This design comes from an exercise in tuning for small area, a short achievable clock period and few clock cycles per item on the open sky130 flow, not from production work.
Only simulation tests tie the RTL to the original design; equivalence was not proved.
Power and IR drop assume default switching activity.

==> design.v <==
package brl_pkg;
   localparam int COORD_BITS_DEFAULT  = 12;
   localparam int QUEUE_DEPTH_DEFAULT = 2;
   localparam int CFG_ADDR_BITS = 4;
   localparam int CFG_DATA_BITS = 32;
   localparam int OFFSET_BITS   = 12;
   localparam int STRIDE_BITS   = 16;
   localparam int CHAN_BITS     = 8;
   localparam int COLOR_BITS    = 3 * CHAN_BITS;
   localparam int ADDR_BITS     = 32;
   localparam int WORD_BITS     = 32;
   localparam int HALF_BITS     = WORD_BITS / 2;
   localparam int RED_SHIFT_565   = 11;
   localparam int GREEN_SHIFT_565 = 5;
   localparam int SHIFT_BGRX32 = 2;
   localparam int SHIFT_RGB565 = 1;
   typedef enum logic [1:0] {
      REG_X_OFFSET    = 2'd0,
      REG_Y_OFFSET    = 2'd1,
      REG_LINE_STRIDE = 2'd2,
      REG_PIXEL_MODE  = 2'd3
   } reg_index_type;
   typedef enum logic {
      MODE_BGRX32 = 1'b0,
      MODE_RGB565 = 1'b1
   } pixel_mode_type;
   typedef enum logic {
      KIND_LOAD = 1'b0,
      KIND_STEP = 1'b1
   } item_kind_type;
   typedef struct packed {
      logic [OFFSET_BITS-1:0] x_offset;
      logic [OFFSET_BITS-1:0] y_offset;
      logic [STRIDE_BITS-1:0] line_stride;
      pixel_mode_type         pixel_mode;
   } cfg_type;
   function automatic int entry_bits(input int coord_bits);
      entry_bits = 5 * coord_bits + COLOR_BITS + 3;
   endfunction
   function automatic int req_data_bits(input int coord_bits);
      req_data_bits = ((4 * coord_bits + COLOR_BITS + 7) / 8) * 8;
   endfunction
   function automatic int rsp_data_bits(input int coord_bits);
      rsp_data_bits = ((2 * coord_bits + ADDR_BITS + WORD_BITS + 7) / 8) * 8;
   endfunction
endpackage
module brl_front #(
   parameter int COORD_BITS = brl_pkg::COORD_BITS_DEFAULT
) (
   input  logic [brl_pkg::req_data_bits(COORD_BITS)-1:0]  req_tdata,
   output logic [COORD_BITS-1:0]                          xs, ys, xe, ye,
   output logic [COORD_BITS-1:0]                          adx, ady,
   output logic                                           xn, yn,
   output logic [brl_pkg::COLOR_BITS-1:0]                 color,
   input  logic [COORD_BITS-1:0]                          r_xs, r_ys, r_xe, r_ye,
   input  logic [COORD_BITS-1:0]                          r_adx, r_ady,
   input  logic                                           r_xn, r_yn,
   output logic                                           steep,
   output logic                                           swap,
   output logic                                           minor_down,
   output logic [COORD_BITS-1:0]                          px0,
   output logic [COORD_BITS-1:0]                          py0,
   output logic [COORD_BITS-1:0]                          dmaj,
   output logic [COORD_BITS-1:0]                          dmin,
   output logic [COORD_BITS:0]                            dq
);
   localparam int C  = COORD_BITS;
   localparam int CB = brl_pkg::CHAN_BITS;
   logic [C:0] dx, dy, diff;
   assign xs    = req_tdata[C-1:0];
   assign ys    = req_tdata[2*C-1:C];
   assign xe    = req_tdata[3*C-1:2*C];
   assign ye    = req_tdata[4*C-1:3*C];
   assign color = {req_tdata[4*C+CB-1:4*C], req_tdata[4*C+2*CB-1:4*C+CB],
                   req_tdata[4*C+3*CB-1:4*C+2*CB]};
   always_comb begin
      dx  = {1'b0, xe} - {1'b0, xs};
      dy  = {1'b0, ye} - {1'b0, ys};
      xn  = dx[C];
      yn  = dy[C];
      adx = (dx[C-1:0] ^ {C{xn}}) + C'(xn);
      ady = (dy[C-1:0] ^ {C{yn}}) + C'(yn);
   end
   always_comb begin
      diff  = {1'b0, r_ady} - {1'b0, r_adx};
      steep = !diff[C];
      swap  = steep ? r_yn : r_xn;
      px0   = swap ? r_xe : r_xs;
      py0   = swap ? r_ye : r_ys;
      minor_down = r_xn ^ r_yn;
      dmaj  = steep ? r_ady : r_adx;
      dmin  = steep ? r_adx : r_ady;
      dq    = steep ? ~diff : diff;
   end
endmodule
module brl_mac (
   input  logic [31:0] a,
   input  logic [14:0] x,
   input  logic [12:0] y,
   input  logic [15:0] m,
   input  logic [17:0] m3,
   output logic [31:0] s
);
   wire d0_1 = y[0] & ~y[1];
   wire d0_2 = ~y[0] & y[1];
   wire d0_3 = y[0] & y[1];
   wire p0_0 = (d0_1 & m[0]) | (d0_3 & m3[0]);
   wire p0_1 = (d0_1 & m[1]) | (d0_2 & m[0]) | (d0_3 & m3[1]);
   wire p0_2 = (d0_1 & m[2]) | (d0_2 & m[1]) | (d0_3 & m3[2]);
   wire p0_3 = (d0_1 & m[3]) | (d0_2 & m[2]) | (d0_3 & m3[3]);
   wire p0_4 = (d0_1 & m[4]) | (d0_2 & m[3]) | (d0_3 & m3[4]);
   wire p0_5 = (d0_1 & m[5]) | (d0_2 & m[4]) | (d0_3 & m3[5]);
   wire p0_6 = (d0_1 & m[6]) | (d0_2 & m[5]) | (d0_3 & m3[6]);
   wire p0_7 = (d0_1 & m[7]) | (d0_2 & m[6]) | (d0_3 & m3[7]);
   wire p0_8 = (d0_1 & m[8]) | (d0_2 & m[7]) | (d0_3 & m3[8]);
   wire p0_9 = (d0_1 & m[9]) | (d0_2 & m[8]) | (d0_3 & m3[9]);
   wire p0_10 = (d0_1 & m[10]) | (d0_2 & m[9]) | (d0_3 & m3[10]);
   wire p0_11 = (d0_1 & m[11]) | (d0_2 & m[10]) | (d0_3 & m3[11]);
   wire p0_12 = (d0_1 & m[12]) | (d0_2 & m[11]) | (d0_3 & m3[12]);
   wire p0_13 = (d0_1 & m[13]) | (d0_2 & m[12]) | (d0_3 & m3[13]);
   wire p0_14 = (d0_1 & m[14]) | (d0_2 & m[13]) | (d0_3 & m3[14]);
   wire p0_15 = (d0_1 & m[15]) | (d0_2 & m[14]) | (d0_3 & m3[15]);
   wire p0_16 = (d0_2 & m[15]) | (d0_3 & m3[16]);
   wire p0_17 = (d0_3 & m3[17]);
   wire d1_1 = y[2] & ~y[3];
   wire d1_2 = ~y[2] & y[3];
   wire d1_3 = y[2] & y[3];
   wire p1_0 = (d1_1 & m[0]) | (d1_3 & m3[0]);
   wire p1_1 = (d1_1 & m[1]) | (d1_2 & m[0]) | (d1_3 & m3[1]);
   wire p1_2 = (d1_1 & m[2]) | (d1_2 & m[1]) | (d1_3 & m3[2]);
   wire p1_3 = (d1_1 & m[3]) | (d1_2 & m[2]) | (d1_3 & m3[3]);
   wire p1_4 = (d1_1 & m[4]) | (d1_2 & m[3]) | (d1_3 & m3[4]);
   wire p1_5 = (d1_1 & m[5]) | (d1_2 & m[4]) | (d1_3 & m3[5]);
   wire p1_6 = (d1_1 & m[6]) | (d1_2 & m[5]) | (d1_3 & m3[6]);
   wire p1_7 = (d1_1 & m[7]) | (d1_2 & m[6]) | (d1_3 & m3[7]);
   wire p1_8 = (d1_1 & m[8]) | (d1_2 & m[7]) | (d1_3 & m3[8]);
   wire p1_9 = (d1_1 & m[9]) | (d1_2 & m[8]) | (d1_3 & m3[9]);
   wire p1_10 = (d1_1 & m[10]) | (d1_2 & m[9]) | (d1_3 & m3[10]);
   wire p1_11 = (d1_1 & m[11]) | (d1_2 & m[10]) | (d1_3 & m3[11]);
   wire p1_12 = (d1_1 & m[12]) | (d1_2 & m[11]) | (d1_3 & m3[12]);
   wire p1_13 = (d1_1 & m[13]) | (d1_2 & m[12]) | (d1_3 & m3[13]);
   wire p1_14 = (d1_1 & m[14]) | (d1_2 & m[13]) | (d1_3 & m3[14]);
   wire p1_15 = (d1_1 & m[15]) | (d1_2 & m[14]) | (d1_3 & m3[15]);
   wire p1_16 = (d1_2 & m[15]) | (d1_3 & m3[16]);
   wire p1_17 = (d1_3 & m3[17]);
   wire d2_1 = y[4] & ~y[5];
   wire d2_2 = ~y[4] & y[5];
   wire d2_3 = y[4] & y[5];
   wire p2_0 = (d2_1 & m[0]) | (d2_3 & m3[0]);
   wire p2_1 = (d2_1 & m[1]) | (d2_2 & m[0]) | (d2_3 & m3[1]);
   wire p2_2 = (d2_1 & m[2]) | (d2_2 & m[1]) | (d2_3 & m3[2]);
   wire p2_3 = (d2_1 & m[3]) | (d2_2 & m[2]) | (d2_3 & m3[3]);
   wire p2_4 = (d2_1 & m[4]) | (d2_2 & m[3]) | (d2_3 & m3[4]);
   wire p2_5 = (d2_1 & m[5]) | (d2_2 & m[4]) | (d2_3 & m3[5]);
   wire p2_6 = (d2_1 & m[6]) | (d2_2 & m[5]) | (d2_3 & m3[6]);
   wire p2_7 = (d2_1 & m[7]) | (d2_2 & m[6]) | (d2_3 & m3[7]);
   wire p2_8 = (d2_1 & m[8]) | (d2_2 & m[7]) | (d2_3 & m3[8]);
   wire p2_9 = (d2_1 & m[9]) | (d2_2 & m[8]) | (d2_3 & m3[9]);
   wire p2_10 = (d2_1 & m[10]) | (d2_2 & m[9]) | (d2_3 & m3[10]);
   wire p2_11 = (d2_1 & m[11]) | (d2_2 & m[10]) | (d2_3 & m3[11]);
   wire p2_12 = (d2_1 & m[12]) | (d2_2 & m[11]) | (d2_3 & m3[12]);
   wire p2_13 = (d2_1 & m[13]) | (d2_2 & m[12]) | (d2_3 & m3[13]);
   wire p2_14 = (d2_1 & m[14]) | (d2_2 & m[13]) | (d2_3 & m3[14]);
   wire p2_15 = (d2_1 & m[15]) | (d2_2 & m[14]) | (d2_3 & m3[15]);
   wire p2_16 = (d2_2 & m[15]) | (d2_3 & m3[16]);
   wire p2_17 = (d2_3 & m3[17]);
   wire d3_1 = y[6] & ~y[7];
   wire d3_2 = ~y[6] & y[7];
   wire d3_3 = y[6] & y[7];
   wire p3_0 = (d3_1 & m[0]) | (d3_3 & m3[0]);
   wire p3_1 = (d3_1 & m[1]) | (d3_2 & m[0]) | (d3_3 & m3[1]);
   wire p3_2 = (d3_1 & m[2]) | (d3_2 & m[1]) | (d3_3 & m3[2]);
   wire p3_3 = (d3_1 & m[3]) | (d3_2 & m[2]) | (d3_3 & m3[3]);
   wire p3_4 = (d3_1 & m[4]) | (d3_2 & m[3]) | (d3_3 & m3[4]);
   wire p3_5 = (d3_1 & m[5]) | (d3_2 & m[4]) | (d3_3 & m3[5]);
   wire p3_6 = (d3_1 & m[6]) | (d3_2 & m[5]) | (d3_3 & m3[6]);
   wire p3_7 = (d3_1 & m[7]) | (d3_2 & m[6]) | (d3_3 & m3[7]);
   wire p3_8 = (d3_1 & m[8]) | (d3_2 & m[7]) | (d3_3 & m3[8]);
   wire p3_9 = (d3_1 & m[9]) | (d3_2 & m[8]) | (d3_3 & m3[9]);
   wire p3_10 = (d3_1 & m[10]) | (d3_2 & m[9]) | (d3_3 & m3[10]);
   wire p3_11 = (d3_1 & m[11]) | (d3_2 & m[10]) | (d3_3 & m3[11]);
   wire p3_12 = (d3_1 & m[12]) | (d3_2 & m[11]) | (d3_3 & m3[12]);
   wire p3_13 = (d3_1 & m[13]) | (d3_2 & m[12]) | (d3_3 & m3[13]);
   wire p3_14 = (d3_1 & m[14]) | (d3_2 & m[13]) | (d3_3 & m3[14]);
   wire p3_15 = (d3_1 & m[15]) | (d3_2 & m[14]) | (d3_3 & m3[15]);
   wire p3_16 = (d3_2 & m[15]) | (d3_3 & m3[16]);
   wire p3_17 = (d3_3 & m3[17]);
   wire d4_1 = y[8] & ~y[9];
   wire d4_2 = ~y[8] & y[9];
   wire d4_3 = y[8] & y[9];
   wire p4_0 = (d4_1 & m[0]) | (d4_3 & m3[0]);
   wire p4_1 = (d4_1 & m[1]) | (d4_2 & m[0]) | (d4_3 & m3[1]);
   wire p4_2 = (d4_1 & m[2]) | (d4_2 & m[1]) | (d4_3 & m3[2]);
   wire p4_3 = (d4_1 & m[3]) | (d4_2 & m[2]) | (d4_3 & m3[3]);
   wire p4_4 = (d4_1 & m[4]) | (d4_2 & m[3]) | (d4_3 & m3[4]);
   wire p4_5 = (d4_1 & m[5]) | (d4_2 & m[4]) | (d4_3 & m3[5]);
   wire p4_6 = (d4_1 & m[6]) | (d4_2 & m[5]) | (d4_3 & m3[6]);
   wire p4_7 = (d4_1 & m[7]) | (d4_2 & m[6]) | (d4_3 & m3[7]);
   wire p4_8 = (d4_1 & m[8]) | (d4_2 & m[7]) | (d4_3 & m3[8]);
   wire p4_9 = (d4_1 & m[9]) | (d4_2 & m[8]) | (d4_3 & m3[9]);
   wire p4_10 = (d4_1 & m[10]) | (d4_2 & m[9]) | (d4_3 & m3[10]);
   wire p4_11 = (d4_1 & m[11]) | (d4_2 & m[10]) | (d4_3 & m3[11]);
   wire p4_12 = (d4_1 & m[12]) | (d4_2 & m[11]) | (d4_3 & m3[12]);
   wire p4_13 = (d4_1 & m[13]) | (d4_2 & m[12]) | (d4_3 & m3[13]);
   wire p4_14 = (d4_1 & m[14]) | (d4_2 & m[13]) | (d4_3 & m3[14]);
   wire p4_15 = (d4_1 & m[15]) | (d4_2 & m[14]) | (d4_3 & m3[15]);
   wire p4_16 = (d4_2 & m[15]) | (d4_3 & m3[16]);
   wire p4_17 = (d4_3 & m3[17]);
   wire d5_1 = y[10] & ~y[11];
   wire d5_2 = ~y[10] & y[11];
   wire d5_3 = y[10] & y[11];
   wire p5_0 = (d5_1 & m[0]) | (d5_3 & m3[0]);
   wire p5_1 = (d5_1 & m[1]) | (d5_2 & m[0]) | (d5_3 & m3[1]);
   wire p5_2 = (d5_1 & m[2]) | (d5_2 & m[1]) | (d5_3 & m3[2]);
   wire p5_3 = (d5_1 & m[3]) | (d5_2 & m[2]) | (d5_3 & m3[3]);
   wire p5_4 = (d5_1 & m[4]) | (d5_2 & m[3]) | (d5_3 & m3[4]);
   wire p5_5 = (d5_1 & m[5]) | (d5_2 & m[4]) | (d5_3 & m3[5]);
   wire p5_6 = (d5_1 & m[6]) | (d5_2 & m[5]) | (d5_3 & m3[6]);
   wire p5_7 = (d5_1 & m[7]) | (d5_2 & m[6]) | (d5_3 & m3[7]);
   wire p5_8 = (d5_1 & m[8]) | (d5_2 & m[7]) | (d5_3 & m3[8]);
   wire p5_9 = (d5_1 & m[9]) | (d5_2 & m[8]) | (d5_3 & m3[9]);
   wire p5_10 = (d5_1 & m[10]) | (d5_2 & m[9]) | (d5_3 & m3[10]);
   wire p5_11 = (d5_1 & m[11]) | (d5_2 & m[10]) | (d5_3 & m3[11]);
   wire p5_12 = (d5_1 & m[12]) | (d5_2 & m[11]) | (d5_3 & m3[12]);
   wire p5_13 = (d5_1 & m[13]) | (d5_2 & m[12]) | (d5_3 & m3[13]);
   wire p5_14 = (d5_1 & m[14]) | (d5_2 & m[13]) | (d5_3 & m3[14]);
   wire p5_15 = (d5_1 & m[15]) | (d5_2 & m[14]) | (d5_3 & m3[15]);
   wire p5_16 = (d5_2 & m[15]) | (d5_3 & m3[16]);
   wire p5_17 = (d5_3 & m3[17]);
   wire d6_1 = y[12] & ~1'b0;
   wire d6_2 = ~y[12] & 1'b0;
   wire d6_3 = y[12] & 1'b0;
   wire p6_0 = (d6_1 & m[0]);
   wire p6_1 = (d6_1 & m[1]) | (d6_2 & m[0]);
   wire p6_2 = (d6_1 & m[2]) | (d6_2 & m[1]);
   wire p6_3 = (d6_1 & m[3]) | (d6_2 & m[2]);
   wire p6_4 = (d6_1 & m[4]) | (d6_2 & m[3]);
   wire p6_5 = (d6_1 & m[5]) | (d6_2 & m[4]);
   wire p6_6 = (d6_1 & m[6]) | (d6_2 & m[5]);
   wire p6_7 = (d6_1 & m[7]) | (d6_2 & m[6]);
   wire p6_8 = (d6_1 & m[8]) | (d6_2 & m[7]);
   wire p6_9 = (d6_1 & m[9]) | (d6_2 & m[8]);
   wire p6_10 = (d6_1 & m[10]) | (d6_2 & m[9]);
   wire p6_11 = (d6_1 & m[11]) | (d6_2 & m[10]);
   wire p6_12 = (d6_1 & m[12]) | (d6_2 & m[11]);
   wire p6_13 = (d6_1 & m[13]) | (d6_2 & m[12]);
   wire p6_14 = (d6_1 & m[14]) | (d6_2 & m[13]);
   wire p6_15 = (d6_1 & m[15]) | (d6_2 & m[14]);
   wire hs0 = p0_8 ^ p1_6;
   wire hc0 = p0_8 & p1_6;
   wire fs1 = p0_9 ^ p1_7 ^ p2_5;
   wire fc1 = (p0_9 & p1_7) | (p0_9 & p2_5) | (p1_7 & p2_5);
   wire fs2 = p0_10 ^ p1_8 ^ p2_6;
   wire fc2 = (p0_10 & p1_8) | (p0_10 & p2_6) | (p1_8 & p2_6);
   wire hs3 = p3_4 ^ p4_2;
   wire hc3 = p3_4 & p4_2;
   wire fs4 = p0_11 ^ p1_9 ^ p2_7;
   wire fc4 = (p0_11 & p1_9) | (p0_11 & p2_7) | (p1_9 & p2_7);
   wire fs5 = p3_5 ^ p4_3 ^ p5_1;
   wire fc5 = (p3_5 & p4_3) | (p3_5 & p5_1) | (p4_3 & p5_1);
   wire fs6 = p0_12 ^ p1_10 ^ p2_8;
   wire fc6 = (p0_12 & p1_10) | (p0_12 & p2_8) | (p1_10 & p2_8);
   wire fs7 = p3_6 ^ p4_4 ^ p5_2;
   wire fc7 = (p3_6 & p4_4) | (p3_6 & p5_2) | (p4_4 & p5_2);
   wire hs8 = p6_0 ^ a[12];
   wire hc8 = p6_0 & a[12];
   wire fs9 = p0_13 ^ p1_11 ^ p2_9;
   wire fc9 = (p0_13 & p1_11) | (p0_13 & p2_9) | (p1_11 & p2_9);
   wire fs10 = p3_7 ^ p4_5 ^ p5_3;
   wire fc10 = (p3_7 & p4_5) | (p3_7 & p5_3) | (p4_5 & p5_3);
   wire fs11 = p6_1 ^ a[13] ^ x[13];
   wire fc11 = (p6_1 & a[13]) | (p6_1 & x[13]) | (a[13] & x[13]);
   wire fs12 = p0_14 ^ p1_12 ^ p2_10;
   wire fc12 = (p0_14 & p1_12) | (p0_14 & p2_10) | (p1_12 & p2_10);
   wire fs13 = p3_8 ^ p4_6 ^ p5_4;
   wire fc13 = (p3_8 & p4_6) | (p3_8 & p5_4) | (p4_6 & p5_4);
   wire fs14 = p6_2 ^ a[14] ^ x[14];
   wire fc14 = (p6_2 & a[14]) | (p6_2 & x[14]) | (a[14] & x[14]);
   wire fs15 = p0_15 ^ p1_13 ^ p2_11;
   wire fc15 = (p0_15 & p1_13) | (p0_15 & p2_11) | (p1_13 & p2_11);
   wire fs16 = p3_9 ^ p4_7 ^ p5_5;
   wire fc16 = (p3_9 & p4_7) | (p3_9 & p5_5) | (p4_7 & p5_5);
   wire hs17 = p6_3 ^ a[15];
   wire hc17 = p6_3 & a[15];
   wire fs18 = p0_16 ^ p1_14 ^ p2_12;
   wire fc18 = (p0_16 & p1_14) | (p0_16 & p2_12) | (p1_14 & p2_12);
   wire fs19 = p3_10 ^ p4_8 ^ p5_6;
   wire fc19 = (p3_10 & p4_8) | (p3_10 & p5_6) | (p4_8 & p5_6);
   wire hs20 = p6_4 ^ a[16];
   wire hc20 = p6_4 & a[16];
   wire fs21 = p0_17 ^ p1_15 ^ p2_13;
   wire fc21 = (p0_17 & p1_15) | (p0_17 & p2_13) | (p1_15 & p2_13);
   wire fs22 = p3_11 ^ p4_9 ^ p5_7;
   wire fc22 = (p3_11 & p4_9) | (p3_11 & p5_7) | (p4_9 & p5_7);
   wire hs23 = p6_5 ^ a[17];
   wire hc23 = p6_5 & a[17];
   wire fs24 = p1_16 ^ p2_14 ^ p3_12;
   wire fc24 = (p1_16 & p2_14) | (p1_16 & p3_12) | (p2_14 & p3_12);
   wire fs25 = p4_10 ^ p5_8 ^ p6_6;
   wire fc25 = (p4_10 & p5_8) | (p4_10 & p6_6) | (p5_8 & p6_6);
   wire fs26 = p1_17 ^ p2_15 ^ p3_13;
   wire fc26 = (p1_17 & p2_15) | (p1_17 & p3_13) | (p2_15 & p3_13);
   wire hs27 = p4_11 ^ p5_9;
   wire hc27 = p4_11 & p5_9;
   wire fs28 = p2_16 ^ p3_14 ^ p4_12;
   wire fc28 = (p2_16 & p3_14) | (p2_16 & p4_12) | (p3_14 & p4_12);
   wire hs29 = p2_17 ^ p3_15;
   wire hc29 = p2_17 & p3_15;
   wire hs30 = p0_4 ^ p1_2;
   wire hc30 = p0_4 & p1_2;
   wire fs31 = p0_5 ^ p1_3 ^ p2_1;
   wire fc31 = (p0_5 & p1_3) | (p0_5 & p2_1) | (p1_3 & p2_1);
   wire fs32 = p0_6 ^ p1_4 ^ p2_2;
   wire fc32 = (p0_6 & p1_4) | (p0_6 & p2_2) | (p1_4 & p2_2);
   wire hs33 = p3_0 ^ a[6];
   wire hc33 = p3_0 & a[6];
   wire fs34 = p0_7 ^ p1_5 ^ p2_3;
   wire fc34 = (p0_7 & p1_5) | (p0_7 & p2_3) | (p1_5 & p2_3);
   wire fs35 = p3_1 ^ a[7] ^ x[7];
   wire fc35 = (p3_1 & a[7]) | (p3_1 & x[7]) | (a[7] & x[7]);
   wire fs36 = p2_4 ^ p3_2 ^ p4_0;
   wire fc36 = (p2_4 & p3_2) | (p2_4 & p4_0) | (p3_2 & p4_0);
   wire fs37 = a[8] ^ x[8] ^ hs0;
   wire fc37 = (a[8] & x[8]) | (a[8] & hs0) | (x[8] & hs0);
   wire fs38 = p3_3 ^ p4_1 ^ a[9];
   wire fc38 = (p3_3 & p4_1) | (p3_3 & a[9]) | (p4_1 & a[9]);
   wire fs39 = x[9] ^ fs1 ^ hc0;
   wire fc39 = (x[9] & fs1) | (x[9] & hc0) | (fs1 & hc0);
   wire fs40 = p5_0 ^ a[10] ^ x[10];
   wire fc40 = (p5_0 & a[10]) | (p5_0 & x[10]) | (a[10] & x[10]);
   wire fs41 = fs2 ^ hs3 ^ fc1;
   wire fc41 = (fs2 & hs3) | (fs2 & fc1) | (hs3 & fc1);
   wire fs42 = a[11] ^ x[11] ^ fs4;
   wire fc42 = (a[11] & x[11]) | (a[11] & fs4) | (x[11] & fs4);
   wire fs43 = fs5 ^ fc2 ^ hc3;
   wire fc43 = (fs5 & fc2) | (fs5 & hc3) | (fc2 & hc3);
   wire fs44 = x[12] ^ fs6 ^ fs7;
   wire fc44 = (x[12] & fs6) | (x[12] & fs7) | (fs6 & fs7);
   wire fs45 = hs8 ^ fc4 ^ fc5;
   wire fc45 = (hs8 & fc4) | (hs8 & fc5) | (fc4 & fc5);
   wire fs46 = fs9 ^ fs10 ^ fs11;
   wire fc46 = (fs9 & fs10) | (fs9 & fs11) | (fs10 & fs11);
   wire fs47 = fc6 ^ fc7 ^ hc8;
   wire fc47 = (fc6 & fc7) | (fc6 & hc8) | (fc7 & hc8);
   wire fs48 = fs12 ^ fs13 ^ fs14;
   wire fc48 = (fs12 & fs13) | (fs12 & fs14) | (fs13 & fs14);
   wire fs49 = fc9 ^ fc10 ^ fc11;
   wire fc49 = (fc9 & fc10) | (fc9 & fc11) | (fc10 & fc11);
   wire fs50 = fs15 ^ fs16 ^ hs17;
   wire fc50 = (fs15 & fs16) | (fs15 & hs17) | (fs16 & hs17);
   wire fs51 = fc12 ^ fc13 ^ fc14;
   wire fc51 = (fc12 & fc13) | (fc12 & fc14) | (fc13 & fc14);
   wire fs52 = fs18 ^ fs19 ^ hs20;
   wire fc52 = (fs18 & fs19) | (fs18 & hs20) | (fs19 & hs20);
   wire fs53 = fc15 ^ fc16 ^ hc17;
   wire fc53 = (fc15 & fc16) | (fc15 & hc17) | (fc16 & hc17);
   wire fs54 = fs21 ^ fs22 ^ hs23;
   wire fc54 = (fs21 & fs22) | (fs21 & hs23) | (fs22 & hs23);
   wire fs55 = fc18 ^ fc19 ^ hc20;
   wire fc55 = (fc18 & fc19) | (fc18 & hc20) | (fc19 & hc20);
   wire fs56 = a[18] ^ fs24 ^ fs25;
   wire fc56 = (a[18] & fs24) | (a[18] & fs25) | (fs24 & fs25);
   wire fs57 = fc21 ^ fc22 ^ hc23;
   wire fc57 = (fc21 & fc22) | (fc21 & hc23) | (fc22 & hc23);
   wire fs58 = p6_7 ^ a[19] ^ fs26;
   wire fc58 = (p6_7 & a[19]) | (p6_7 & fs26) | (a[19] & fs26);
   wire fs59 = hs27 ^ fc24 ^ fc25;
   wire fc59 = (hs27 & fc24) | (hs27 & fc25) | (fc24 & fc25);
   wire fs60 = p5_10 ^ p6_8 ^ a[20];
   wire fc60 = (p5_10 & p6_8) | (p5_10 & a[20]) | (p6_8 & a[20]);
   wire fs61 = fs28 ^ fc26 ^ hc27;
   wire fc61 = (fs28 & fc26) | (fs28 & hc27) | (fc26 & hc27);
   wire fs62 = p4_13 ^ p5_11 ^ p6_9;
   wire fc62 = (p4_13 & p5_11) | (p4_13 & p6_9) | (p5_11 & p6_9);
   wire fs63 = a[21] ^ hs29 ^ fc28;
   wire fc63 = (a[21] & hs29) | (a[21] & fc28) | (hs29 & fc28);
   wire fs64 = p3_16 ^ p4_14 ^ p5_12;
   wire fc64 = (p3_16 & p4_14) | (p3_16 & p5_12) | (p4_14 & p5_12);
   wire fs65 = p6_10 ^ a[22] ^ hc29;
   wire fc65 = (p6_10 & a[22]) | (p6_10 & hc29) | (a[22] & hc29);
   wire fs66 = p3_17 ^ p4_15 ^ p5_13;
   wire fc66 = (p3_17 & p4_15) | (p3_17 & p5_13) | (p4_15 & p5_13);
   wire hs67 = p6_11 ^ a[23];
   wire hc67 = p6_11 & a[23];
   wire fs68 = p4_16 ^ p5_14 ^ p6_12;
   wire fc68 = (p4_16 & p5_14) | (p4_16 & p6_12) | (p5_14 & p6_12);
   wire hs69 = p4_17 ^ p5_15;
   wire hc69 = p4_17 & p5_15;
   wire hs70 = p0_2 ^ p1_0;
   wire hc70 = p0_2 & p1_0;
   wire fs71 = p0_3 ^ p1_1 ^ a[3];
   wire fc71 = (p0_3 & p1_1) | (p0_3 & a[3]) | (p1_1 & a[3]);
   wire fs72 = p2_0 ^ a[4] ^ x[4];
   wire fc72 = (p2_0 & a[4]) | (p2_0 & x[4]) | (a[4] & x[4]);
   wire fs73 = a[5] ^ x[5] ^ fs31;
   wire fc73 = (a[5] & x[5]) | (a[5] & fs31) | (x[5] & fs31);
   wire fs74 = x[6] ^ fs32 ^ hs33;
   wire fc74 = (x[6] & fs32) | (x[6] & hs33) | (fs32 & hs33);
   wire fs75 = fs34 ^ fs35 ^ fc32;
   wire fc75 = (fs34 & fs35) | (fs34 & fc32) | (fs35 & fc32);
   wire fs76 = fs36 ^ fs37 ^ fc34;
   wire fc76 = (fs36 & fs37) | (fs36 & fc34) | (fs37 & fc34);
   wire fs77 = fs38 ^ fs39 ^ fc36;
   wire fc77 = (fs38 & fs39) | (fs38 & fc36) | (fs39 & fc36);
   wire fs78 = fs40 ^ fs41 ^ fc38;
   wire fc78 = (fs40 & fs41) | (fs40 & fc38) | (fs41 & fc38);
   wire fs79 = fs42 ^ fs43 ^ fc40;
   wire fc79 = (fs42 & fs43) | (fs42 & fc40) | (fs43 & fc40);
   wire fs80 = fs44 ^ fs45 ^ fc42;
   wire fc80 = (fs44 & fs45) | (fs44 & fc42) | (fs45 & fc42);
   wire fs81 = fs46 ^ fs47 ^ fc44;
   wire fc81 = (fs46 & fs47) | (fs46 & fc44) | (fs47 & fc44);
   wire fs82 = fs48 ^ fs49 ^ fc46;
   wire fc82 = (fs48 & fs49) | (fs48 & fc46) | (fs49 & fc46);
   wire fs83 = fs50 ^ fs51 ^ fc48;
   wire fc83 = (fs50 & fs51) | (fs50 & fc48) | (fs51 & fc48);
   wire fs84 = fs52 ^ fs53 ^ fc50;
   wire fc84 = (fs52 & fs53) | (fs52 & fc50) | (fs53 & fc50);
   wire fs85 = fs54 ^ fs55 ^ fc52;
   wire fc85 = (fs54 & fs55) | (fs54 & fc52) | (fs55 & fc52);
   wire fs86 = fs56 ^ fs57 ^ fc54;
   wire fc86 = (fs56 & fs57) | (fs56 & fc54) | (fs57 & fc54);
   wire fs87 = fs58 ^ fs59 ^ fc56;
   wire fc87 = (fs58 & fs59) | (fs58 & fc56) | (fs59 & fc56);
   wire fs88 = fs60 ^ fs61 ^ fc58;
   wire fc88 = (fs60 & fs61) | (fs60 & fc58) | (fs61 & fc58);
   wire fs89 = fs62 ^ fs63 ^ fc60;
   wire fc89 = (fs62 & fs63) | (fs62 & fc60) | (fs63 & fc60);
   wire fs90 = fs64 ^ fs65 ^ fc62;
   wire fc90 = (fs64 & fs65) | (fs64 & fc62) | (fs65 & fc62);
   wire fs91 = fs66 ^ hs67 ^ fc64;
   wire fc91 = (fs66 & hs67) | (fs66 & fc64) | (hs67 & fc64);
   wire fs92 = a[24] ^ fs68 ^ fc66;
   wire fc92 = (a[24] & fs68) | (a[24] & fc66) | (fs68 & fc66);
   wire fs93 = p6_13 ^ a[25] ^ hs69;
   wire fc93 = (p6_13 & a[25]) | (p6_13 & hs69) | (a[25] & hs69);
   wire fs94 = p5_16 ^ p6_14 ^ a[26];
   wire fc94 = (p5_16 & p6_14) | (p5_16 & a[26]) | (p6_14 & a[26]);
   wire hs95 = p5_17 ^ p6_15;
   wire hc95 = p5_17 & p6_15;
   wire hs96 = p0_0 ^ a[0];
   wire hc96 = p0_0 & a[0];
   wire fs97 = p0_1 ^ a[1] ^ x[1];
   wire fc97 = (p0_1 & a[1]) | (p0_1 & x[1]) | (a[1] & x[1]);
   wire fs98 = a[2] ^ x[2] ^ hs70;
   wire fc98 = (a[2] & x[2]) | (a[2] & hs70) | (x[2] & hs70);
   wire fs99 = x[3] ^ fs71 ^ hc70;
   wire fc99 = (x[3] & fs71) | (x[3] & hc70) | (fs71 & hc70);
   wire fs100 = hs30 ^ fs72 ^ fc71;
   wire fc100 = (hs30 & fs72) | (hs30 & fc71) | (fs72 & fc71);
   wire fs101 = hc30 ^ fs73 ^ fc72;
   wire fc101 = (hc30 & fs73) | (hc30 & fc72) | (fs73 & fc72);
   wire fs102 = fc31 ^ fs74 ^ fc73;
   wire fc102 = (fc31 & fs74) | (fc31 & fc73) | (fs74 & fc73);
   wire fs103 = hc33 ^ fs75 ^ fc74;
   wire fc103 = (hc33 & fs75) | (hc33 & fc74) | (fs75 & fc74);
   wire fs104 = fc35 ^ fs76 ^ fc75;
   wire fc104 = (fc35 & fs76) | (fc35 & fc75) | (fs76 & fc75);
   wire fs105 = fc37 ^ fs77 ^ fc76;
   wire fc105 = (fc37 & fs77) | (fc37 & fc76) | (fs77 & fc76);
   wire fs106 = fc39 ^ fs78 ^ fc77;
   wire fc106 = (fc39 & fs78) | (fc39 & fc77) | (fs78 & fc77);
   wire fs107 = fc41 ^ fs79 ^ fc78;
   wire fc107 = (fc41 & fs79) | (fc41 & fc78) | (fs79 & fc78);
   wire fs108 = fc43 ^ fs80 ^ fc79;
   wire fc108 = (fc43 & fs80) | (fc43 & fc79) | (fs80 & fc79);
   wire fs109 = fc45 ^ fs81 ^ fc80;
   wire fc109 = (fc45 & fs81) | (fc45 & fc80) | (fs81 & fc80);
   wire fs110 = fc47 ^ fs82 ^ fc81;
   wire fc110 = (fc47 & fs82) | (fc47 & fc81) | (fs82 & fc81);
   wire fs111 = fc49 ^ fs83 ^ fc82;
   wire fc111 = (fc49 & fs83) | (fc49 & fc82) | (fs83 & fc82);
   wire fs112 = fc51 ^ fs84 ^ fc83;
   wire fc112 = (fc51 & fs84) | (fc51 & fc83) | (fs84 & fc83);
   wire fs113 = fc53 ^ fs85 ^ fc84;
   wire fc113 = (fc53 & fs85) | (fc53 & fc84) | (fs85 & fc84);
   wire fs114 = fc55 ^ fs86 ^ fc85;
   wire fc114 = (fc55 & fs86) | (fc55 & fc85) | (fs86 & fc85);
   wire fs115 = fc57 ^ fs87 ^ fc86;
   wire fc115 = (fc57 & fs87) | (fc57 & fc86) | (fs87 & fc86);
   wire fs116 = fc59 ^ fs88 ^ fc87;
   wire fc116 = (fc59 & fs88) | (fc59 & fc87) | (fs88 & fc87);
   wire fs117 = fc61 ^ fs89 ^ fc88;
   wire fc117 = (fc61 & fs89) | (fc61 & fc88) | (fs89 & fc88);
   wire fs118 = fc63 ^ fs90 ^ fc89;
   wire fc118 = (fc63 & fs90) | (fc63 & fc89) | (fs90 & fc89);
   wire fs119 = fc65 ^ fs91 ^ fc90;
   wire fc119 = (fc65 & fs91) | (fc65 & fc90) | (fs91 & fc90);
   wire fs120 = hc67 ^ fs92 ^ fc91;
   wire fc120 = (hc67 & fs92) | (hc67 & fc91) | (fs92 & fc91);
   wire fs121 = fc68 ^ fs93 ^ fc92;
   wire fc121 = (fc68 & fs93) | (fc68 & fc92) | (fs93 & fc92);
   wire fs122 = hc69 ^ fs94 ^ fc93;
   wire fc122 = (hc69 & fs94) | (hc69 & fc93) | (fs94 & fc93);
   wire fs123 = a[27] ^ hs95 ^ fc94;
   wire fc123 = (a[27] & hs95) | (a[27] & fc94) | (hs95 & fc94);
   wire hs124 = a[28] ^ hc95;
   wire hc124 = a[28] & hc95;
   wire [31:0] r0 = {a[31], a[30], a[29], hs124, fs123, fs122, fs121, fs120, fs119, fs118, fs117, fs116, fs115, fs114, fs113, fs112, fs111, fs110, fs109, fs108, fs107, fs106, fs105, fs104, fs103, fs102, fs101, fs100, fs99, fs98, fs97, x[0]};
   wire [31:0] r1 = {1'b0, 1'b0, hc124, fc123, fc122, fc121, fc120, fc119, fc118, fc117, fc116, fc115, fc114, fc113, fc112, fc111, fc110, fc109, fc108, fc107, fc106, fc105, fc104, fc103, fc102, fc101, fc100, fc99, fc98, fc97, hc96, hs96};
   assign s = r0 + r1;
endmodule
module brl_back #(
   parameter int COORD_BITS = brl_pkg::COORD_BITS_DEFAULT
) (
   input  logic                                           clock,
   input  logic                                           reset,
   input  brl_pkg::cfg_type                               cfg,
   input  logic [brl_pkg::STRIDE_BITS+1:0]                stride3,
   input  logic                                           req_tvalid,
   output logic                                           req_tready,
   input  logic [brl_pkg::req_data_bits(COORD_BITS)-1:0]  req_tdata,
   input  logic                                           req_tuser,
   output logic                                           rsp_tvalid,
   input  logic                                           rsp_tready,
   output logic [brl_pkg::rsp_data_bits(COORD_BITS)-1:0]  rsp_tdata,
   output logic                                           rsp_tlast
);
   localparam int C  = COORD_BITS;
   localparam int AB = brl_pkg::ADDR_BITS;
   localparam int WB = brl_pkg::WORD_BITS;
   localparam int HB = brl_pkg::HALF_BITS;
   localparam int CB = brl_pkg::CHAN_BITS;
   localparam int RSP_BITS = brl_pkg::rsp_data_bits(COORD_BITS);
   logic active_ff;      
   logic out_valid_ff;   
   logic setup1_ff;      
   logic setup2_ff;      
   logic                           steep_ff, down_ff;
   logic [C-1:0]                   px_ff, py_ff, rem_ff, dmin_ff;
   logic [C:0]                     dq_ff, g_ff;
   logic [brl_pkg::COLOR_BITS-1:0] color_ff;
   logic [AB-1:0]                  addr_ff;
   logic [C-1:0]                   f_xs, f_ys, f_xe, f_ye, f_adx, f_ady;
   logic                           f_xn, f_yn, f_steep, f_swap, f_down;
   logic [C-1:0]                   f_px, f_py, f_dmaj, f_dmin;
   logic [C:0]                     f_dq;
   logic [brl_pkg::COLOR_BITS-1:0] f_color;
   brl_front #(
      .COORD_BITS (COORD_BITS)
   ) u_front (
      .req_tdata  (req_tdata),
      .xs         (f_xs),
      .ys         (f_ys),
      .xe         (f_xe),
      .ye         (f_ye),
      .adx        (f_adx),
      .ady        (f_ady),
      .xn         (f_xn),
      .yn         (f_yn),
      .color      (f_color),
      .r_xs       (px_ff),
      .r_ys       (py_ff),
      .r_xe       (rem_ff),
      .r_ye       (dmin_ff),
      .r_adx      (dq_ff[C-1:0]),
      .r_ady      (g_ff[C-1:0]),
      .r_xn       (steep_ff),
      .r_yn       (down_ff),
      .steep      (f_steep),
      .swap       (f_swap),
      .minor_down (f_down),
      .px0        (f_px),
      .py0        (f_py),
      .dmaj       (f_dmaj),
      .dmin       (f_dmin),
      .dq         (f_dq)
   );
   logic            deliver, accept, load, step, open_now, cond, g_cin;
   logic [C:0]      g_op, g_add, g_next, y_sum, ys_sum, ye_sum;
   logic [C-1:0]    px_delta, py_delta;
   logic [AB-1:0]   x_part, mac_out, bsel, csel, step_s, step_c, addr_step;
   logic [C+2:0]    x_off;
   logic [2:0]      s_pix;
   logic [CB-1:0]   red, green, blue;
   logic [HB-1:0]   word565;
   logic [WB-1:0]   word;
   assign deliver    = out_valid_ff && rsp_tready;
   assign req_tready = !setup1_ff && (!out_valid_ff || rsp_tready);
   assign accept     = req_tvalid && req_tready;
   assign load       = accept && brl_pkg::item_kind_type'(req_tuser) == brl_pkg::KIND_LOAD;
   assign step       = accept && brl_pkg::item_kind_type'(req_tuser) == brl_pkg::KIND_STEP;
   assign open_now   = deliver ? rem_ff != C'(1) : active_ff;
   assign cond       = !g_ff[C] && !setup2_ff;
   always_comb begin
      ys_sum = (C+1)'(py_ff) + (C+1)'(cfg.y_offset);
      ye_sum = (C+1)'(dmin_ff) + (C+1)'(cfg.y_offset);
      y_sum  = f_swap ? ye_sum : ys_sum;
      case (cfg.pixel_mode)
         brl_pkg::MODE_RGB565: begin
            x_part = AB'(f_px) << brl_pkg::SHIFT_RGB565;
            x_off  = (C+3)'(cfg.x_offset) << brl_pkg::SHIFT_RGB565;
         end
         default: begin
            x_part = AB'(f_px) << brl_pkg::SHIFT_BGRX32;
            x_off  = (C+3)'(cfg.x_offset) << brl_pkg::SHIFT_BGRX32;
         end
      endcase
      g_op   = setup2_ff ? ~{2'b00, rem_ff[C-1:1]} : g_ff;
      g_add  = cond ? dq_ff : {1'b0, dmin_ff};
      g_cin  = cond && steep_ff;
      g_next = g_op + g_add + (C+1)'(g_cin);
      s_pix = cfg.pixel_mode ? 3'd2 : 3'd4;
      if (steep_ff) begin
         bsel = AB'(cfg.line_stride);
         csel = !cond ? '0 : down_ff ? -(AB'(s_pix)) : AB'(s_pix);
      end else begin
         bsel = !cond ? '0 : down_ff ? ~(AB'(cfg.line_stride)) : AB'(cfg.line_stride);
         csel = AB'(s_pix) + AB'(cond && down_ff);
      end
   end
   always_comb begin
      px_delta = C'(1);
      py_delta = C'(1);
      if (steep_ff) px_delta = !cond ? '0 : down_ff ? '1 : C'(1);
      else          py_delta = !cond ? '0 : down_ff ? '1 : C'(1);
   end
   brl_mac u_mac (
      .a  (addr_ff),
      .x  (x_off),
      .y  (g_ff),
      .m  (cfg.line_stride),
      .m3 (stride3),
      .s  (mac_out)
   );
   always_comb begin
      step_s    = addr_ff ^ bsel ^ csel;
      step_c    = ((addr_ff & bsel) | (addr_ff & csel) | (bsel & csel)) << 1;
      addr_step = step_s + step_c;
   end
   always_ff @(posedge clock) begin
      if (reset) begin
         active_ff    <= 1'b0;
         out_valid_ff <= 1'b0;
         setup1_ff    <= 1'b0;
         setup2_ff    <= 1'b0;
      end else begin
         setup1_ff <= load;
         setup2_ff <= setup1_ff && !load;
         if (load) begin
            active_ff    <= 1'b0;
            out_valid_ff <= 1'b0;
         end else if (setup1_ff) begin
            active_ff    <= f_dmaj != '0;
         end else begin
            if (deliver) active_ff <= rem_ff != C'(1);
            if (step) out_valid_ff <= open_now;
            else if (deliver) out_valid_ff <= 1'b0;
         end
      end
   end
   always_ff @(posedge clock) begin
      if (load) begin
         px_ff    <= f_xs;
         py_ff    <= f_ys;
         rem_ff   <= f_xe;
         dmin_ff  <= f_ye;
         dq_ff    <= {1'b0, f_adx};
         g_ff     <= {1'b0, f_ady};
         steep_ff <= f_xn;
         down_ff  <= f_yn;
         color_ff <= f_color;
      end else if (setup1_ff) begin
         steep_ff <= f_steep;
         down_ff  <= f_down;
         px_ff    <= f_px;
         py_ff    <= f_py;
         rem_ff   <= f_dmaj;
         dmin_ff  <= f_dmin;
         dq_ff    <= f_dq;
         g_ff     <= y_sum;
         addr_ff  <= x_part;
      end else if (setup2_ff) begin
         g_ff     <= g_next;
         addr_ff  <= mac_out;
      end else if (deliver) begin
         px_ff    <= px_ff + px_delta;
         py_ff    <= py_ff + py_delta;
         g_ff     <= g_next;
         rem_ff   <= rem_ff - C'(1);
         addr_ff  <= addr_step;
      end
   end
   always_comb begin
      red   = color_ff[3*CB-1:2*CB];
      green = color_ff[2*CB-1:CB];
      blue  = color_ff[CB-1:0];
      word565 = (HB'(red) << brl_pkg::RED_SHIFT_565) |
                (HB'(green) << brl_pkg::GREEN_SHIFT_565) | HB'(blue);
      case (cfg.pixel_mode)
         brl_pkg::MODE_RGB565: word = WB'(word565);
         default:              word = WB'(color_ff);
      endcase
   end
   assign rsp_tvalid = out_valid_ff;
   assign rsp_tlast  = rem_ff == C'(1);
   assign rsp_tdata  = RSP_BITS'({word, addr_ff, py_ff, px_ff});
endmodule
module bresenham_line_rasterizer #(
   parameter int COORD_BITS  = brl_pkg::COORD_BITS_DEFAULT,
   parameter int QUEUE_DEPTH = brl_pkg::QUEUE_DEPTH_DEFAULT
) (
   input  logic                                           clock,
   input  logic                                           reset,
   input  logic                                           req_tvalid,
   output logic                                           req_tready,
   input  logic [brl_pkg::req_data_bits(COORD_BITS)-1:0]  req_tdata,
   input  logic                                           req_tuser,
   output logic                                           rsp_tvalid,
   input  logic                                           rsp_tready,
   output logic [brl_pkg::rsp_data_bits(COORD_BITS)-1:0]  rsp_tdata,
   output logic                                           rsp_tlast,
   input  logic                                           csr_psel,
   input  logic                                           csr_penable,
   input  logic                                           csr_pwrite,
   input  logic [brl_pkg::CFG_ADDR_BITS-1:0]              csr_paddr,
   input  logic [brl_pkg::CFG_DATA_BITS-1:0]              csr_pwdata,
   output logic [brl_pkg::CFG_DATA_BITS-1:0]              csr_prdata,
   output logic                                           csr_pready
);
   localparam int DB = brl_pkg::CFG_DATA_BITS;
   brl_pkg::cfg_type       cfg_ff, cfg_in;
   brl_pkg::reg_index_type csr_index;
   logic                   csr_write;
   logic [brl_pkg::STRIDE_BITS+1:0] stride3_ff;
   assign csr_pready = 1'b1;
   assign csr_index  = brl_pkg::reg_index_type'(csr_paddr[brl_pkg::CFG_ADDR_BITS-1:2]);
   assign csr_write  = csr_psel && csr_penable && csr_pwrite && csr_pready;
   always_comb begin
      cfg_in = cfg_ff;
      if (csr_write) begin
         case (csr_index)
            brl_pkg::REG_X_OFFSET:
               cfg_in.x_offset = csr_pwdata[brl_pkg::OFFSET_BITS-1:0];
            brl_pkg::REG_Y_OFFSET:
               cfg_in.y_offset = csr_pwdata[brl_pkg::OFFSET_BITS-1:0];
            brl_pkg::REG_LINE_STRIDE:
               cfg_in.line_stride = csr_pwdata[brl_pkg::STRIDE_BITS-1:0];
            brl_pkg::REG_PIXEL_MODE:
               cfg_in.pixel_mode = brl_pkg::pixel_mode_type'(csr_pwdata[0]);
            default: cfg_in = cfg_ff;
         endcase
      end
   end
   always_comb begin
      case (csr_index)
         brl_pkg::REG_X_OFFSET:    csr_prdata = DB'(cfg_ff.x_offset);
         brl_pkg::REG_Y_OFFSET:    csr_prdata = DB'(cfg_ff.y_offset);
         brl_pkg::REG_LINE_STRIDE: csr_prdata = DB'(cfg_ff.line_stride);
         brl_pkg::REG_PIXEL_MODE:  csr_prdata = DB'(cfg_ff.pixel_mode);
         default:                  csr_prdata = '0;
      endcase
   end
   always_ff @(posedge clock) begin
      if (reset) begin
         cfg_ff     <= '0;
         stride3_ff <= '0;
      end else begin
         cfg_ff     <= cfg_in;
         stride3_ff <= (brl_pkg::STRIDE_BITS+2)'(cfg_in.line_stride) +
                       (brl_pkg::STRIDE_BITS+2)'({cfg_in.line_stride, 1'b0});
      end
   end
   brl_back #(
      .COORD_BITS (COORD_BITS)
   ) u_back (
      .clock      (clock),
      .reset      (reset),
      .cfg        (cfg_ff),
      .stride3    (stride3_ff),
      .req_tvalid (req_tvalid),
      .req_tready (req_tready),
      .req_tdata  (req_tdata),
      .req_tuser  (req_tuser),
      .rsp_tvalid (rsp_tvalid),
      .rsp_tready (rsp_tready),
      .rsp_tdata  (rsp_tdata),
      .rsp_tlast  (rsp_tlast)
   );
endmodule
==> run.sh <==
#!/bin/bash
# synth_recipe.tcl (not shown) runs the flow's synth.tcl, then flattens the netlist and writes it again
# the make line also repeats each setting of config.mk as NAME=value (left out here)
make -C /OpenROAD-flow-scripts/flow DESIGN_CONFIG=/design/flow/config.mk WORK_HOME=/design/flow/orfs CLKGATE_MAP_FILE= SYNTH_SCRIPT=/design/flow/synth_recipe.tcl finish
==> config.mk <==
export PLATFORM = sky130hd
export DESIGN_NAME = bresenham_line_rasterizer
export DESIGN_NICKNAME = bresenham_line_rasterizer
export VERILOG_FILES = /design/flow/design.v
export SDC_FILE = /design/flow/constraint.sdc
export NUM_CORES = 4
export LEC_CHECK = 0
export CAP_MARGIN = 20
export CORE_MARGIN = 2
export CORE_UTILIZATION = 40
export SETUP_SLACK_MARGIN = 3.8
export SLEW_MARGIN = 20
==> constraint.sdc <==
create_clock -name core_clock -period 7.5 [get_ports {clock}]
set_input_delay 1.5000 -clock core_clock [delete_from_list [all_inputs] [get_ports {clock}]]
set_output_delay 1.5000 -clock core_clock [all_outputs]
set_load 0.01 [all_outputs]
==> results of run 1 <==
## flip-flops by register name, summed over array words and instances, names as in the netlist
register / flops
u_back.addr_ff: 32
u_back.active_ff: 1
u_back.setup1_ff: 1
u_back.color_ff: 24
u_back.dq_ff: 13
u_back.py_ff: 12
u_back.out_valid_ff: 1
u_back.steep_ff: 1
stride3_ff: 18
u_back.down_ff: 1
u_back.rem_ff: 12
u_back.dmin_ff: 12
cfg_ff: 40
u_back.px_ff: 12
u_back.setup2_ff: 1
u_back.g_ff: 13
## cells by family (layout without fill, tap and decap cells)
group	after synthesis	after routing	synth area share, %
AO/OA/AOI/OAI	655	655	18.5
AND/OR/NAND/NOR	647	649	13.2
buffers and inverters	404	716	7.08
adder cells (fa/ha/maj)	328	328	22.5
multiplexers	203	203	9.49
flip-flops	194	194	22.3
XOR/XNOR	186	186	6.99
other	2	25	0.0322
## power by group through the flow
stage,clock network (mW),registers [mW],logic [mW]
after floorplan,0,1.75,4.68
after global placement,0,1.87,5.99
after detailed placement,0,1.88,6.07
after CTS,0.935,1.82,6.84
after global routing,0.962,1.83,8.00
final,0.917,1.81,7.34
## worst paths after layout
path	endpoint	cells past startpoint
max	u_back.addr_ff[28]	20
min reg2reg	cfg_ff[33]	2
max reg2reg	u_back.addr_ff[28]	20
min	cfg_ff[33]	2
## per-stage QoR
stage / total power, mW / util (%) / instances / hold slack [ps] / worst slack (ps)
CTS: 9.60 / 50.4 / 3650 / 498 / 1960
global placement: 7.87 / 46.0 / 3483 / 464 / 1410
detailed placement: 7.95 / 46.0 / 3483 / 482 / 1380
global route: 10.8 / 52.6 / 3721 / 535 / 1700
finish: 10.1 / 52.6 / 3721 / 513 / 1820
floorplan: 6.42 / - / 2642 / 441 / 2180
## Yosys cell counts, types with 6 or more instances
cell type,instances
sky130_fd_sc_hd__o21ai_1,6
sky130_fd_sc_hd__fa_1,150
sky130_fd_sc_hd__nor2_1,188
sky130_fd_sc_hd__o21ai_0,152
sky130_fd_sc_hd__mux2i_1,78
sky130_fd_sc_hd__a22o_1,37
sky130_fd_sc_hd__o31ai_1,7
sky130_fd_sc_hd__mux2_2,123
sky130_fd_sc_hd__nor4_1,14
sky130_fd_sc_hd__nor2b_1,51
sky130_fd_sc_hd__nand3_1,32
sky130_fd_sc_hd__o211ai_1,6
sky130_fd_sc_hd__a21o_1,56
sky130_fd_sc_hd__o221ai_1,14
sky130_fd_sc_hd__edfxtp_1,130
sky130_fd_sc_hd__and3_1,18
sky130_fd_sc_hd__or3_1,12
sky130_fd_sc_hd__nand2b_1,26
sky130_fd_sc_hd__nand2_1,193
sky130_fd_sc_hd__xnor2_1,112
sky130_fd_sc_hd__dfxtp_1,64
sky130_fd_sc_hd__clkbuf_1,99
sky130_fd_sc_hd__a22oi_1,63
sky130_fd_sc_hd__ha_1,178
sky130_fd_sc_hd__o21a_1,27
sky130_fd_sc_hd__inv_1,248
sky130_fd_sc_hd__or2_2,8
sky130_fd_sc_hd__xor2_1,74
sky130_fd_sc_hd__nand4_1,9
sky130_fd_sc_hd__a31oi_1,14
sky130_fd_sc_hd__and2_1,29
sky130_fd_sc_hd__a211oi_1,16
sky130_fd_sc_hd__o22ai_1,17
sky130_fd_sc_hd__a21oi_1,164
sky130_fd_sc_hd__o21bai_1,12
sky130_fd_sc_hd__buf_4,30
sky130_fd_sc_hd__nor3_1,39
sky130_fd_sc_hd__buf_1,19
## per-layer routing
layer,up-vias,GRT usage [%],wire length [microns]
li1,9806,-,-
met1,10500,32.4,32600
met2,866,47.1,41300
met3,186,4.23,5100
met4,0,11.1,2940
met5,-,0,0
## timing repair
action | CTS | global route
setup endpoints to repair | 278 | 90
pin swaps | 79 | 111
cloned | 8 | 4
hold buffers | 0 | 0
buffers inserted | 127 | 67
gates resized for setup | 311 | 166
## cell type report
type | count | area [sq um] | share of cell area (%)
inverter | 250 | 1020 | 3.35
multi-input combinational | 2046 | 18300 | 60.4
tap | 765 | 957 | 3.16
clock inverter | 10 | 80.1 | 0.264
sequential | 194 | 5220 | 17.2
timing repair inverter | 1 | 7.51 | 0.0248
clock buffer | 22 | 454 | 1.50
timing repair buffer | 433 | 4280 | 14.1
## tightest hold or removal path: cells and delay by family, from the launching register on
| family | cells | cell delay [ps] |
|---|---|---|
| DFF | 1 | 350 |
| AOI/OAI and AO/OA | 1 | 50 |
| and+or+nand+nor | 1 | 70 |
==> notes.md, run 1 <==
----------------------------------------------------
[Outcome]
  Result of the run ... complete, no violations

[Synthesis]
  Fraction of the yosys area taken by sequential cells ... 22.3%
  Total of warnings raised by yosys ... 3
  Number of flip-flops and latches in the synthesized netlist ... 194
  Count of cell types in the netlist ... 90
  Cell Area, Synth ... 23300 sq um
  Biggest area contributors in the synthesized netlist ... sky130_fd_sc_hd__edfxtp_1 (17%), sky130_fd_sc_hd__fa_1 (13%), sky130_fd_sc_hd__ha_1 (9.6%), sky130_fd_sc_hd__mux2_2 (5.9%), sky130_fd_sc_hd__dfxtp_1 (5.5%)
  Share of async-settable or async-resettable flops after synthesis ... 0%
  Most instantiated flip-flop cell in the synthesis netlist ... sky130_fd_sc_hd__edfxtp_1
  Syn_area_per_cell ... 8.89 sq um
  Library cell with the largest summed area after synthesis ... sky130_fd_sc_hd__edfxtp_1
  Share of Yosys cell area claimed by the top area cell type ... 16.8%
  Cell count after synthesis ... 2619
  Number of enable flip-flop cells after synthesis ... 130

[Setup path]
  Arrival @ worst endpoint ... 5910 ps
  Startpoint types ... flip-flop
  Largest fanout on the critical path ... 7
  Register-to-register path setup slack ... 1820 ps
  Worst Setup End Kind ... flip-flop
  Crit path max-delay cell type ... sky130_fd_sc_hd__fa_1
  Dominant delay contributor by cell family on the critical path ... adder cells
  Critical path origin ... u_back.g_ff[5]
  Buffers plus inverters on the worst setup path ... 3
  Kind of critical path ... reg -> reg
  Startpoint of the worst register-to-register path ... u_back.g_ff[5]
  Sequence of cells on the critical path ... buf_6, buf_4, nor2b_4, buf_4, a22o_1, fa_1, fa_1, fa_2, fa_2, ha_4, a21o_1, a21oi_4, o21ai_2, a21oi_4, o211ai_1, a211oi_2, o21ai_2, a31oi_1, xor2_1, o22ai_1
  Largest incremental delay on the critical path ... 590 ps
  Critical path required time ... 7740 ps

[Place]
  DP Area ... 26500 sq um
  Count of input and output buffers ... 196
  Final GP Congestion ... 0.900
  Post-detail-place hpwl ... 58100 microns

[Timing]
  Fraction of the cycle the final worst path needs ... 75.7%
  Number of pins with negative max-slew slack in the final report ... 0
  Top achievable clock speed ... 176 MHz
  Fin crit period ... 5680 ps
  Number of setup violations in the final report ... 0
  Final total negative setup slack ... 0 ps
  Setup repair after global routing missed its margin ... true
  Slew of the pin with the lowest slew margin ... 1020 ps
  Skew final ... 15.6 ps
  Hold Vio Cnt, Final ... 0
  Relative slew margins ... 31.8%

[CTS]
  H-tree levels ... 4
  Clock buffers created by TritonCTS ... 17
  Root Buffer Master ... sky130_fd_sc_hd__clkbuf_16
  Worst-case clock buffer depth ... 2
  Clock input transition at the sequential cells of the worst setup and hold paths ... 80 ps
  Later-pin clock latency in the skew report ... 510 ps
  TritonCTS Sinks ... 194
  TritonCTS clock tree ... yes

[Global route]
  Total routing resource utilization after global routing ... 26.7%
  Global route overflow ... 0
  Via count of the first global-routing pass ... 21600
  Pin count of the biggest net entering global routing ... 72
  Antenna violations before repair ... 1
  Wire length of the first global-routing pass ... 124000 microns

[Floorplan]
  Die Span X ... 245 microns
  Floorplan die area ... 60200 sq um
  IO Count ... 240
  Area of the core ... 57600 sq um
  Standard-cell row count ... 88
  Initial core utilization ... 40.5%
  Die span in y ... 245 microns

[Drt]
  Remaining number of nets flagged by the antenna check after routing ... 0
  Detailed Routing Iterations Pass 1 ... 6
  Via count ... 21400
  Wirelength per Cell ... 22.0 microns
  Vias/cell ... 5.74
  DRC violation count after routing ... 0
  Detailed Route Iter0 Violations ... 1709
  Final WL ... 82000 microns

[Pwr]
  Portion of total power attributed to the clock network ... 9.1%
  Highest ir drop seen on vdd ... 0.000309 V
  Switching power summed over all nets ... 4.72 mW
  Internal cell power ... 5.36 mW
  Cell area power density ... 333 nW/um^2
  Reported leakage power ... 13.1 nW
  Sequential share of power ... 18.0%
  Combinational fraction of design power ... 72.9%
  Sw Ratio ... 46.8%

[Finish]
  Leading cell type in the layout, fill and taps excluded ... sky130_fd_sc_hd__inv_1
  Number of inserted diodes ... 0
  Number of nets in the finished design ... 3387
  Design area ... 30300 sq um
  Final-layout fill cell count ... 5248
  Ratio of cells with drive above 1 in the final layout ... 24.3%
  Commonest cells after routing, fill and taps aside ... sky130_fd_sc_hd__inv_1 (230), sky130_fd_sc_hd__nand2_1 (184), sky130_fd_sc_hd__nor2_1 (175)
  Growth of design area from synthesis to finish ... 30.1%

[Min path]
  Startpoint of the tightest hold check path ... cfg_ff[33]
  Class of the worst hold path ... reg -> reg

[Job]
  Max-cap violation count ... 0

----------------------------------------------------
Testbench counts, summed over its fixed seeds: cycles 24,679, pixels 21,307.
==> run 2: changes to the inputs <==
--- a/config.mk
+++ b/config.mk
@@ -8,5 +8,5 @@
 export CAP_MARGIN = 20
 export CORE_MARGIN = 2
 export CORE_UTILIZATION = 40
-export SETUP_SLACK_MARGIN = 3.8
+export SETUP_SLACK_MARGIN = 3.0
 export SLEW_MARGIN = 20
==> notes.md, run 2 <==
----------------------------------------------------
[Timing]
  Fin crit period ... 5660 ps (-16.9 ps)
  Number of pins with negative max-slew slack in the final report ... 0 (unchanged)
  Relative slew margins ... 33.0% (+1.1 points)
  Top achievable clock speed ... 177 MHz (+0.30%)
  Fraction of the cycle the final worst path needs ... 75.5% (-0.23 points)
  Number of setup violations in the final report ... 0 (unchanged)
  Final total negative setup slack ... 0 ps (unchanged)
  Slew of the pin with the lowest slew margin ... 1000 ps (-19.6 ps)
  Skew final ... 18.2 ps (+2.52 ps)
  Setup repair after global routing missed its margin ... true
  Hold Vio Cnt, Final ... 0 (unchanged)

[CTS]
  Worst-case clock buffer depth ... 2 (unchanged)
  Number of hold buffers added after cts ... 0 (unchanged)
  TritonCTS Sinks ... 194 (unchanged)
  H-tree levels ... 4 (unchanged)
  Root Buffer Master ... sky130_fd_sc_hd__clkbuf_16
  TritonCTS clock tree ... yes
  Clock buffers created by TritonCTS ... 17 (unchanged)
  Clock input transition at the sequential cells of the worst setup and hold paths ... 80 ps (about the same)
  Later-pin clock latency in the skew report ... 520 ps (about the same)

[Synthesis]
  Number of enable flip-flop cells after synthesis ... 130 (unchanged)
  Total of warnings raised by yosys ... 3 (unchanged)
  Most instantiated flip-flop cell in the synthesis netlist ... sky130_fd_sc_hd__edfxtp_1
  Share of Yosys cell area claimed by the top area cell type ... 16.8% (unchanged)
  Most instantiated library cell after synthesis ... sky130_fd_sc_hd__inv_1
  Biggest area contributors in the synthesized netlist ... sky130_fd_sc_hd__edfxtp_1 (17%), sky130_fd_sc_hd__fa_1 (13%), sky130_fd_sc_hd__ha_1 (9.6%), sky130_fd_sc_hd__mux2_2 (5.9%), sky130_fd_sc_hd__dfxtp_1 (5.5%)
  Share of async-settable or async-resettable flops after synthesis ... 0% (unchanged)
  Library cell with the largest summed area after synthesis ... sky130_fd_sc_hd__edfxtp_1
  Number of flip-flops and latches in the synthesized netlist ... 194 (unchanged)
  Most frequent cells after synthesis ... sky130_fd_sc_hd__inv_1 (248), sky130_fd_sc_hd__nand2_1 (193), sky130_fd_sc_hd__nor2_1 (188), sky130_fd_sc_hd__ha_1 (178), sky130_fd_sc_hd__a21oi_1 (164)
  Count of cell types in the netlist ... 90 (unchanged)
  Cell count after synthesis ... 2619 (unchanged)
  Cell Area, Synth ... 23300 sq um (unchanged)
  Fraction of the yosys area taken by sequential cells ... 22.3% (unchanged)
  Syn_area_per_cell ... 8.89 sq um (unchanged)

[Job]
  Max-cap violation count ... 0 (unchanged)

[Global route]
  Wire length of the first global-routing pass ... 123000 microns (-0.47%)
  Via count of the first global-routing pass ... 21500 (-0.59%)
  Global route overflow ... 0 (unchanged)
  Pin count of the biggest net entering global routing ... 72 (unchanged)
  Antenna violations before repair ... 0 (-1)
  Total routing resource utilization after global routing ... 26.7% (-0.079 points)

[Finish]
  Max FFs per register ... 40 (unchanged)
  Leading cell type in the layout, fill and taps excluded ... sky130_fd_sc_hd__inv_1
  Ratio of cells with drive above 1 in the final layout ... 19.9% (-4.4 points)
  Finished Core Util ... 50.8% (-1.8 points)
  Filler-free cell count of the finished design ... 3671 (-1.3%)
  Commonest cells after routing, fill and taps aside ... sky130_fd_sc_hd__inv_1 (234), sky130_fd_sc_hd__nand2_1 (190), sky130_fd_sc_hd__clkdlybuf4s50_1 (182)
  Number of inserted diodes ... 0 (unchanged)
  Design area ... 29200 sq um (-3.5%)
  Final-layout fill cell count ... 5353 (+2.0%)
  Largest registers ranked by flip-flop count ... cfg_ff x40, u_back.addr_ff x32, u_back.color_ff x24
  Largest Register ... cfg_ff
  Growth of design area from synthesis to finish ... 25.5%
  Number of nets in the finished design ... 3337 (-1.5%)

[Drt]
  Detailed Route Iter0 Violations ... 1594 (-6.7%)
  Via count ... 21100 (-1.5%)
  Vias/cell ... 5.74 (-0.13%)
  Detailed Routing Iterations Pass 1 ... 5 (-1)
  Wirelength per Cell ... 21.9 microns (-0.65%)
  DRC violation count after routing ... 0 (unchanged)
  Remaining number of nets flagged by the antenna check after routing ... 0 (unchanged)
  Final WL ... 80300 microns (-2.0%)

[Place]
  Count of input and output buffers ... 196 (unchanged)
  Post-detail-place hpwl ... 57900 microns (-0.33%)
  Placed cell count ... 3484 (+0.029%)
  Final GP Congestion ... 0.930 (+3.4%)
  DP Area ... 26200 sq um (-0.91%)

[Setup path]
  Kind of critical path ... reg -> reg
  Critical path required time ... 7750 ps (about the same)
  Largest fanout on the critical path ... 5 (-2)
  Arrival @ worst endpoint ... 5910 ps (about the same)
  Worst Setup End Kind ... flip-flop
  R2R cell count ... 19 (-5.0%)
  Startpoint types ... flip-flop
  R2R Path End ... u_back.addr_ff[27]
  Register-to-register path setup slack ... 1840 ps (+20 ps)
  Startpoint of the worst register-to-register path ... u_back.g_ff[8]

[Pwr]
  Reported leakage power ... 12.7 nW (-3.1%)
  Cell area power density ... 343 nW/um^2 (+3.0%)
  Highest ir drop seen on vdd ... 0.000307 V (-0.90%)

[Floorplan]
  Floorplan die area ... 60200 sq um (unchanged)
  Standard-cell row count ... 88 (unchanged)
  Die span in y ... 245 microns (unchanged)
  Area of the core ... 57600 sq um (unchanged)
  Initial core utilization ... 40.5% (unchanged)
  Die Span X ... 245 microns (unchanged)
  IO Count ... 240 (unchanged)

[Min path]
  Startpoint of the tightest hold check path ... u_back.dq_ff[12]
  Number of stages on the worst hold path ... 2 (unchanged)
  Sink of the worst hold path ... u_back.dq_ff[12]
  Class of the worst hold path ... reg -> reg

[Outcome]
  Result of the run ... complete, no violations

----------------------------------------------------
run 2: cell count changes in the layout (fill, tap and decap cells not counted), sizes merged, moves of 2 or more:
| cell | delta |
|---|---|
| dlymetal6s2s | +2 |
| inv | +3 |
| clkinvlp | -4 |
| clkbuf | -2 |
| clkdlybuf4s50 | +23 |
| bufbuf | -2 |
| buf | -68 |
| dlygate4sd2 | -3 |
run 2: per-stage QoR:
step | power, mW | setup WS, ps | hold WS (ps)
finish | 10.0 | 1840 | 501
global route | 10.7 | 1690 | 528
CTS | 9.69 | 1940 | 500
detailed placement | 7.92 | 1290 | 485
global placement | 7.82 | 1350 | 458
floorplan | 6.36 | 2180 | 441
run 2: worst max-delay path by stage:
stage	start	endpoint	depth (start not counted)
2_1_floorplan	u_back.g_ff[2]	u_back.addr_ff[31]	21
3_3_place_gp	u_back.g_ff[4]	u_back.addr_ff[31]	19
3_5_place_dp	u_back.g_ff[4]	u_back.addr_ff[31]	19
4_1_cts	u_back.g_ff[6]	u_back.addr_ff[27]	19
5_1_grt	u_back.g_ff[11]	u_back.addr_ff[27]	18
6_report	u_back.g_ff[8]	u_back.addr_ff[27]	19
run 2: critical path: stages, from the launching register on:
cell and delay, ps:
sky130_fd_sc_hd__edfxtp_1 460, sky130_fd_sc_hd__buf_6 170, sky130_fd_sc_hd__nor2b_4 150, sky130_fd_sc_hd__buf_4 160, sky130_fd_sc_hd__a22o_1 240, sky130_fd_sc_hd__fa_1 540
sky130_fd_sc_hd__inv_1 60, sky130_fd_sc_hd__fa_1 510, sky130_fd_sc_hd__inv_1 50, sky130_fd_sc_hd__fa_1 480, sky130_fd_sc_hd__fa_1 590, sky130_fd_sc_hd__ha_4 220
sky130_fd_sc_hd__o211ai_1 260, sky130_fd_sc_hd__or2_4 190, sky130_fd_sc_hd__o22ai_1 80, sky130_fd_sc_hd__a41o_1 240, sky130_fd_sc_hd__or4_4 480, sky130_fd_sc_hd__a31oi_2 230
sky130_fd_sc_hd__xor2_1 180, sky130_fd_sc_hd__o22ai_1 100
run 2: routing by layer:
| layer | GRT usage, % | part of all wire [%] | vias to the layer above |
|---|---|---|---|
| li1 | - | - | 9719 |
| met1 | 32.3 | 39 | 10200 |
| met2 | 46.5 | 49 | 881 |
| met3 | 4.21 | 6.8 | 226 |
| met4 | 11.9 | 4.5 | 0 |
| met5 | 0 | 0 | - |
run 2: what timing repair did:
item | 4_1_cts | 5_1_grt
resized for setup | 201 | 71
buffers inserted | 110 | 37
setup endpoints to repair | 83 | 58
cloned | 7 | 1
pin swaps | 102 | 76
run 2: logic make-up (layout without fill, tap and decap cells):
kind of cell    count (synthesis)  after routing  synth area share, %
simple gates                  647            649                 13.2
xor+xnor                      186            186                 6.99
compound gates                655            655                 18.5
buf+inv                       404            666                 7.08
other cells                     2             25               0.0322
flops                         194            194                 22.3
mux                           203            203                 9.49
fa+ha+maj                     328            328                 22.5
run 2: cell type report:
cell class,count,area [sq um],share of cell area [%]
inverter,250,977,3.34
sequential,194,5220,17.8
clock buffer,20,468,1.60
timing repair buffer,384,3730,12.8
clock inverter,12,120,0.411
multi-input combinational,2046,17800,60.8
tap,765,957,3.27
run 2: power breakdown:
group	switching, mW	internal (mW)	total (mW)
Clock	0.484	0.493	0.977
Combinational	3.92	3.29	7.21
Sequential	0.284	1.55	1.83

## port drivers added, routing unchanged
In the flow no input, the clock included, has a driving cell. The finished layouts below were timed again as built, in two steps.
Step 1: set_driving_cell puts a clkbuf_16 on clock and a buf_2 on each other input, an assumption about the parent block.
Step 2 also shifts input and output timing later by t, the mid clock arrival at the registers, as if the neighbouring blocks saw the same clock.
Slacks: no drivers / after step 1 / after step 2; pairs: no drivers / after step 1.
run	t (ns)	setup slack, ns
run 1	0.564	1.823 / 1.823 / 1.823
run 2	0.573	1.840 / 1.840 / 1.840
After both steps every run listed still meets setup and hold.
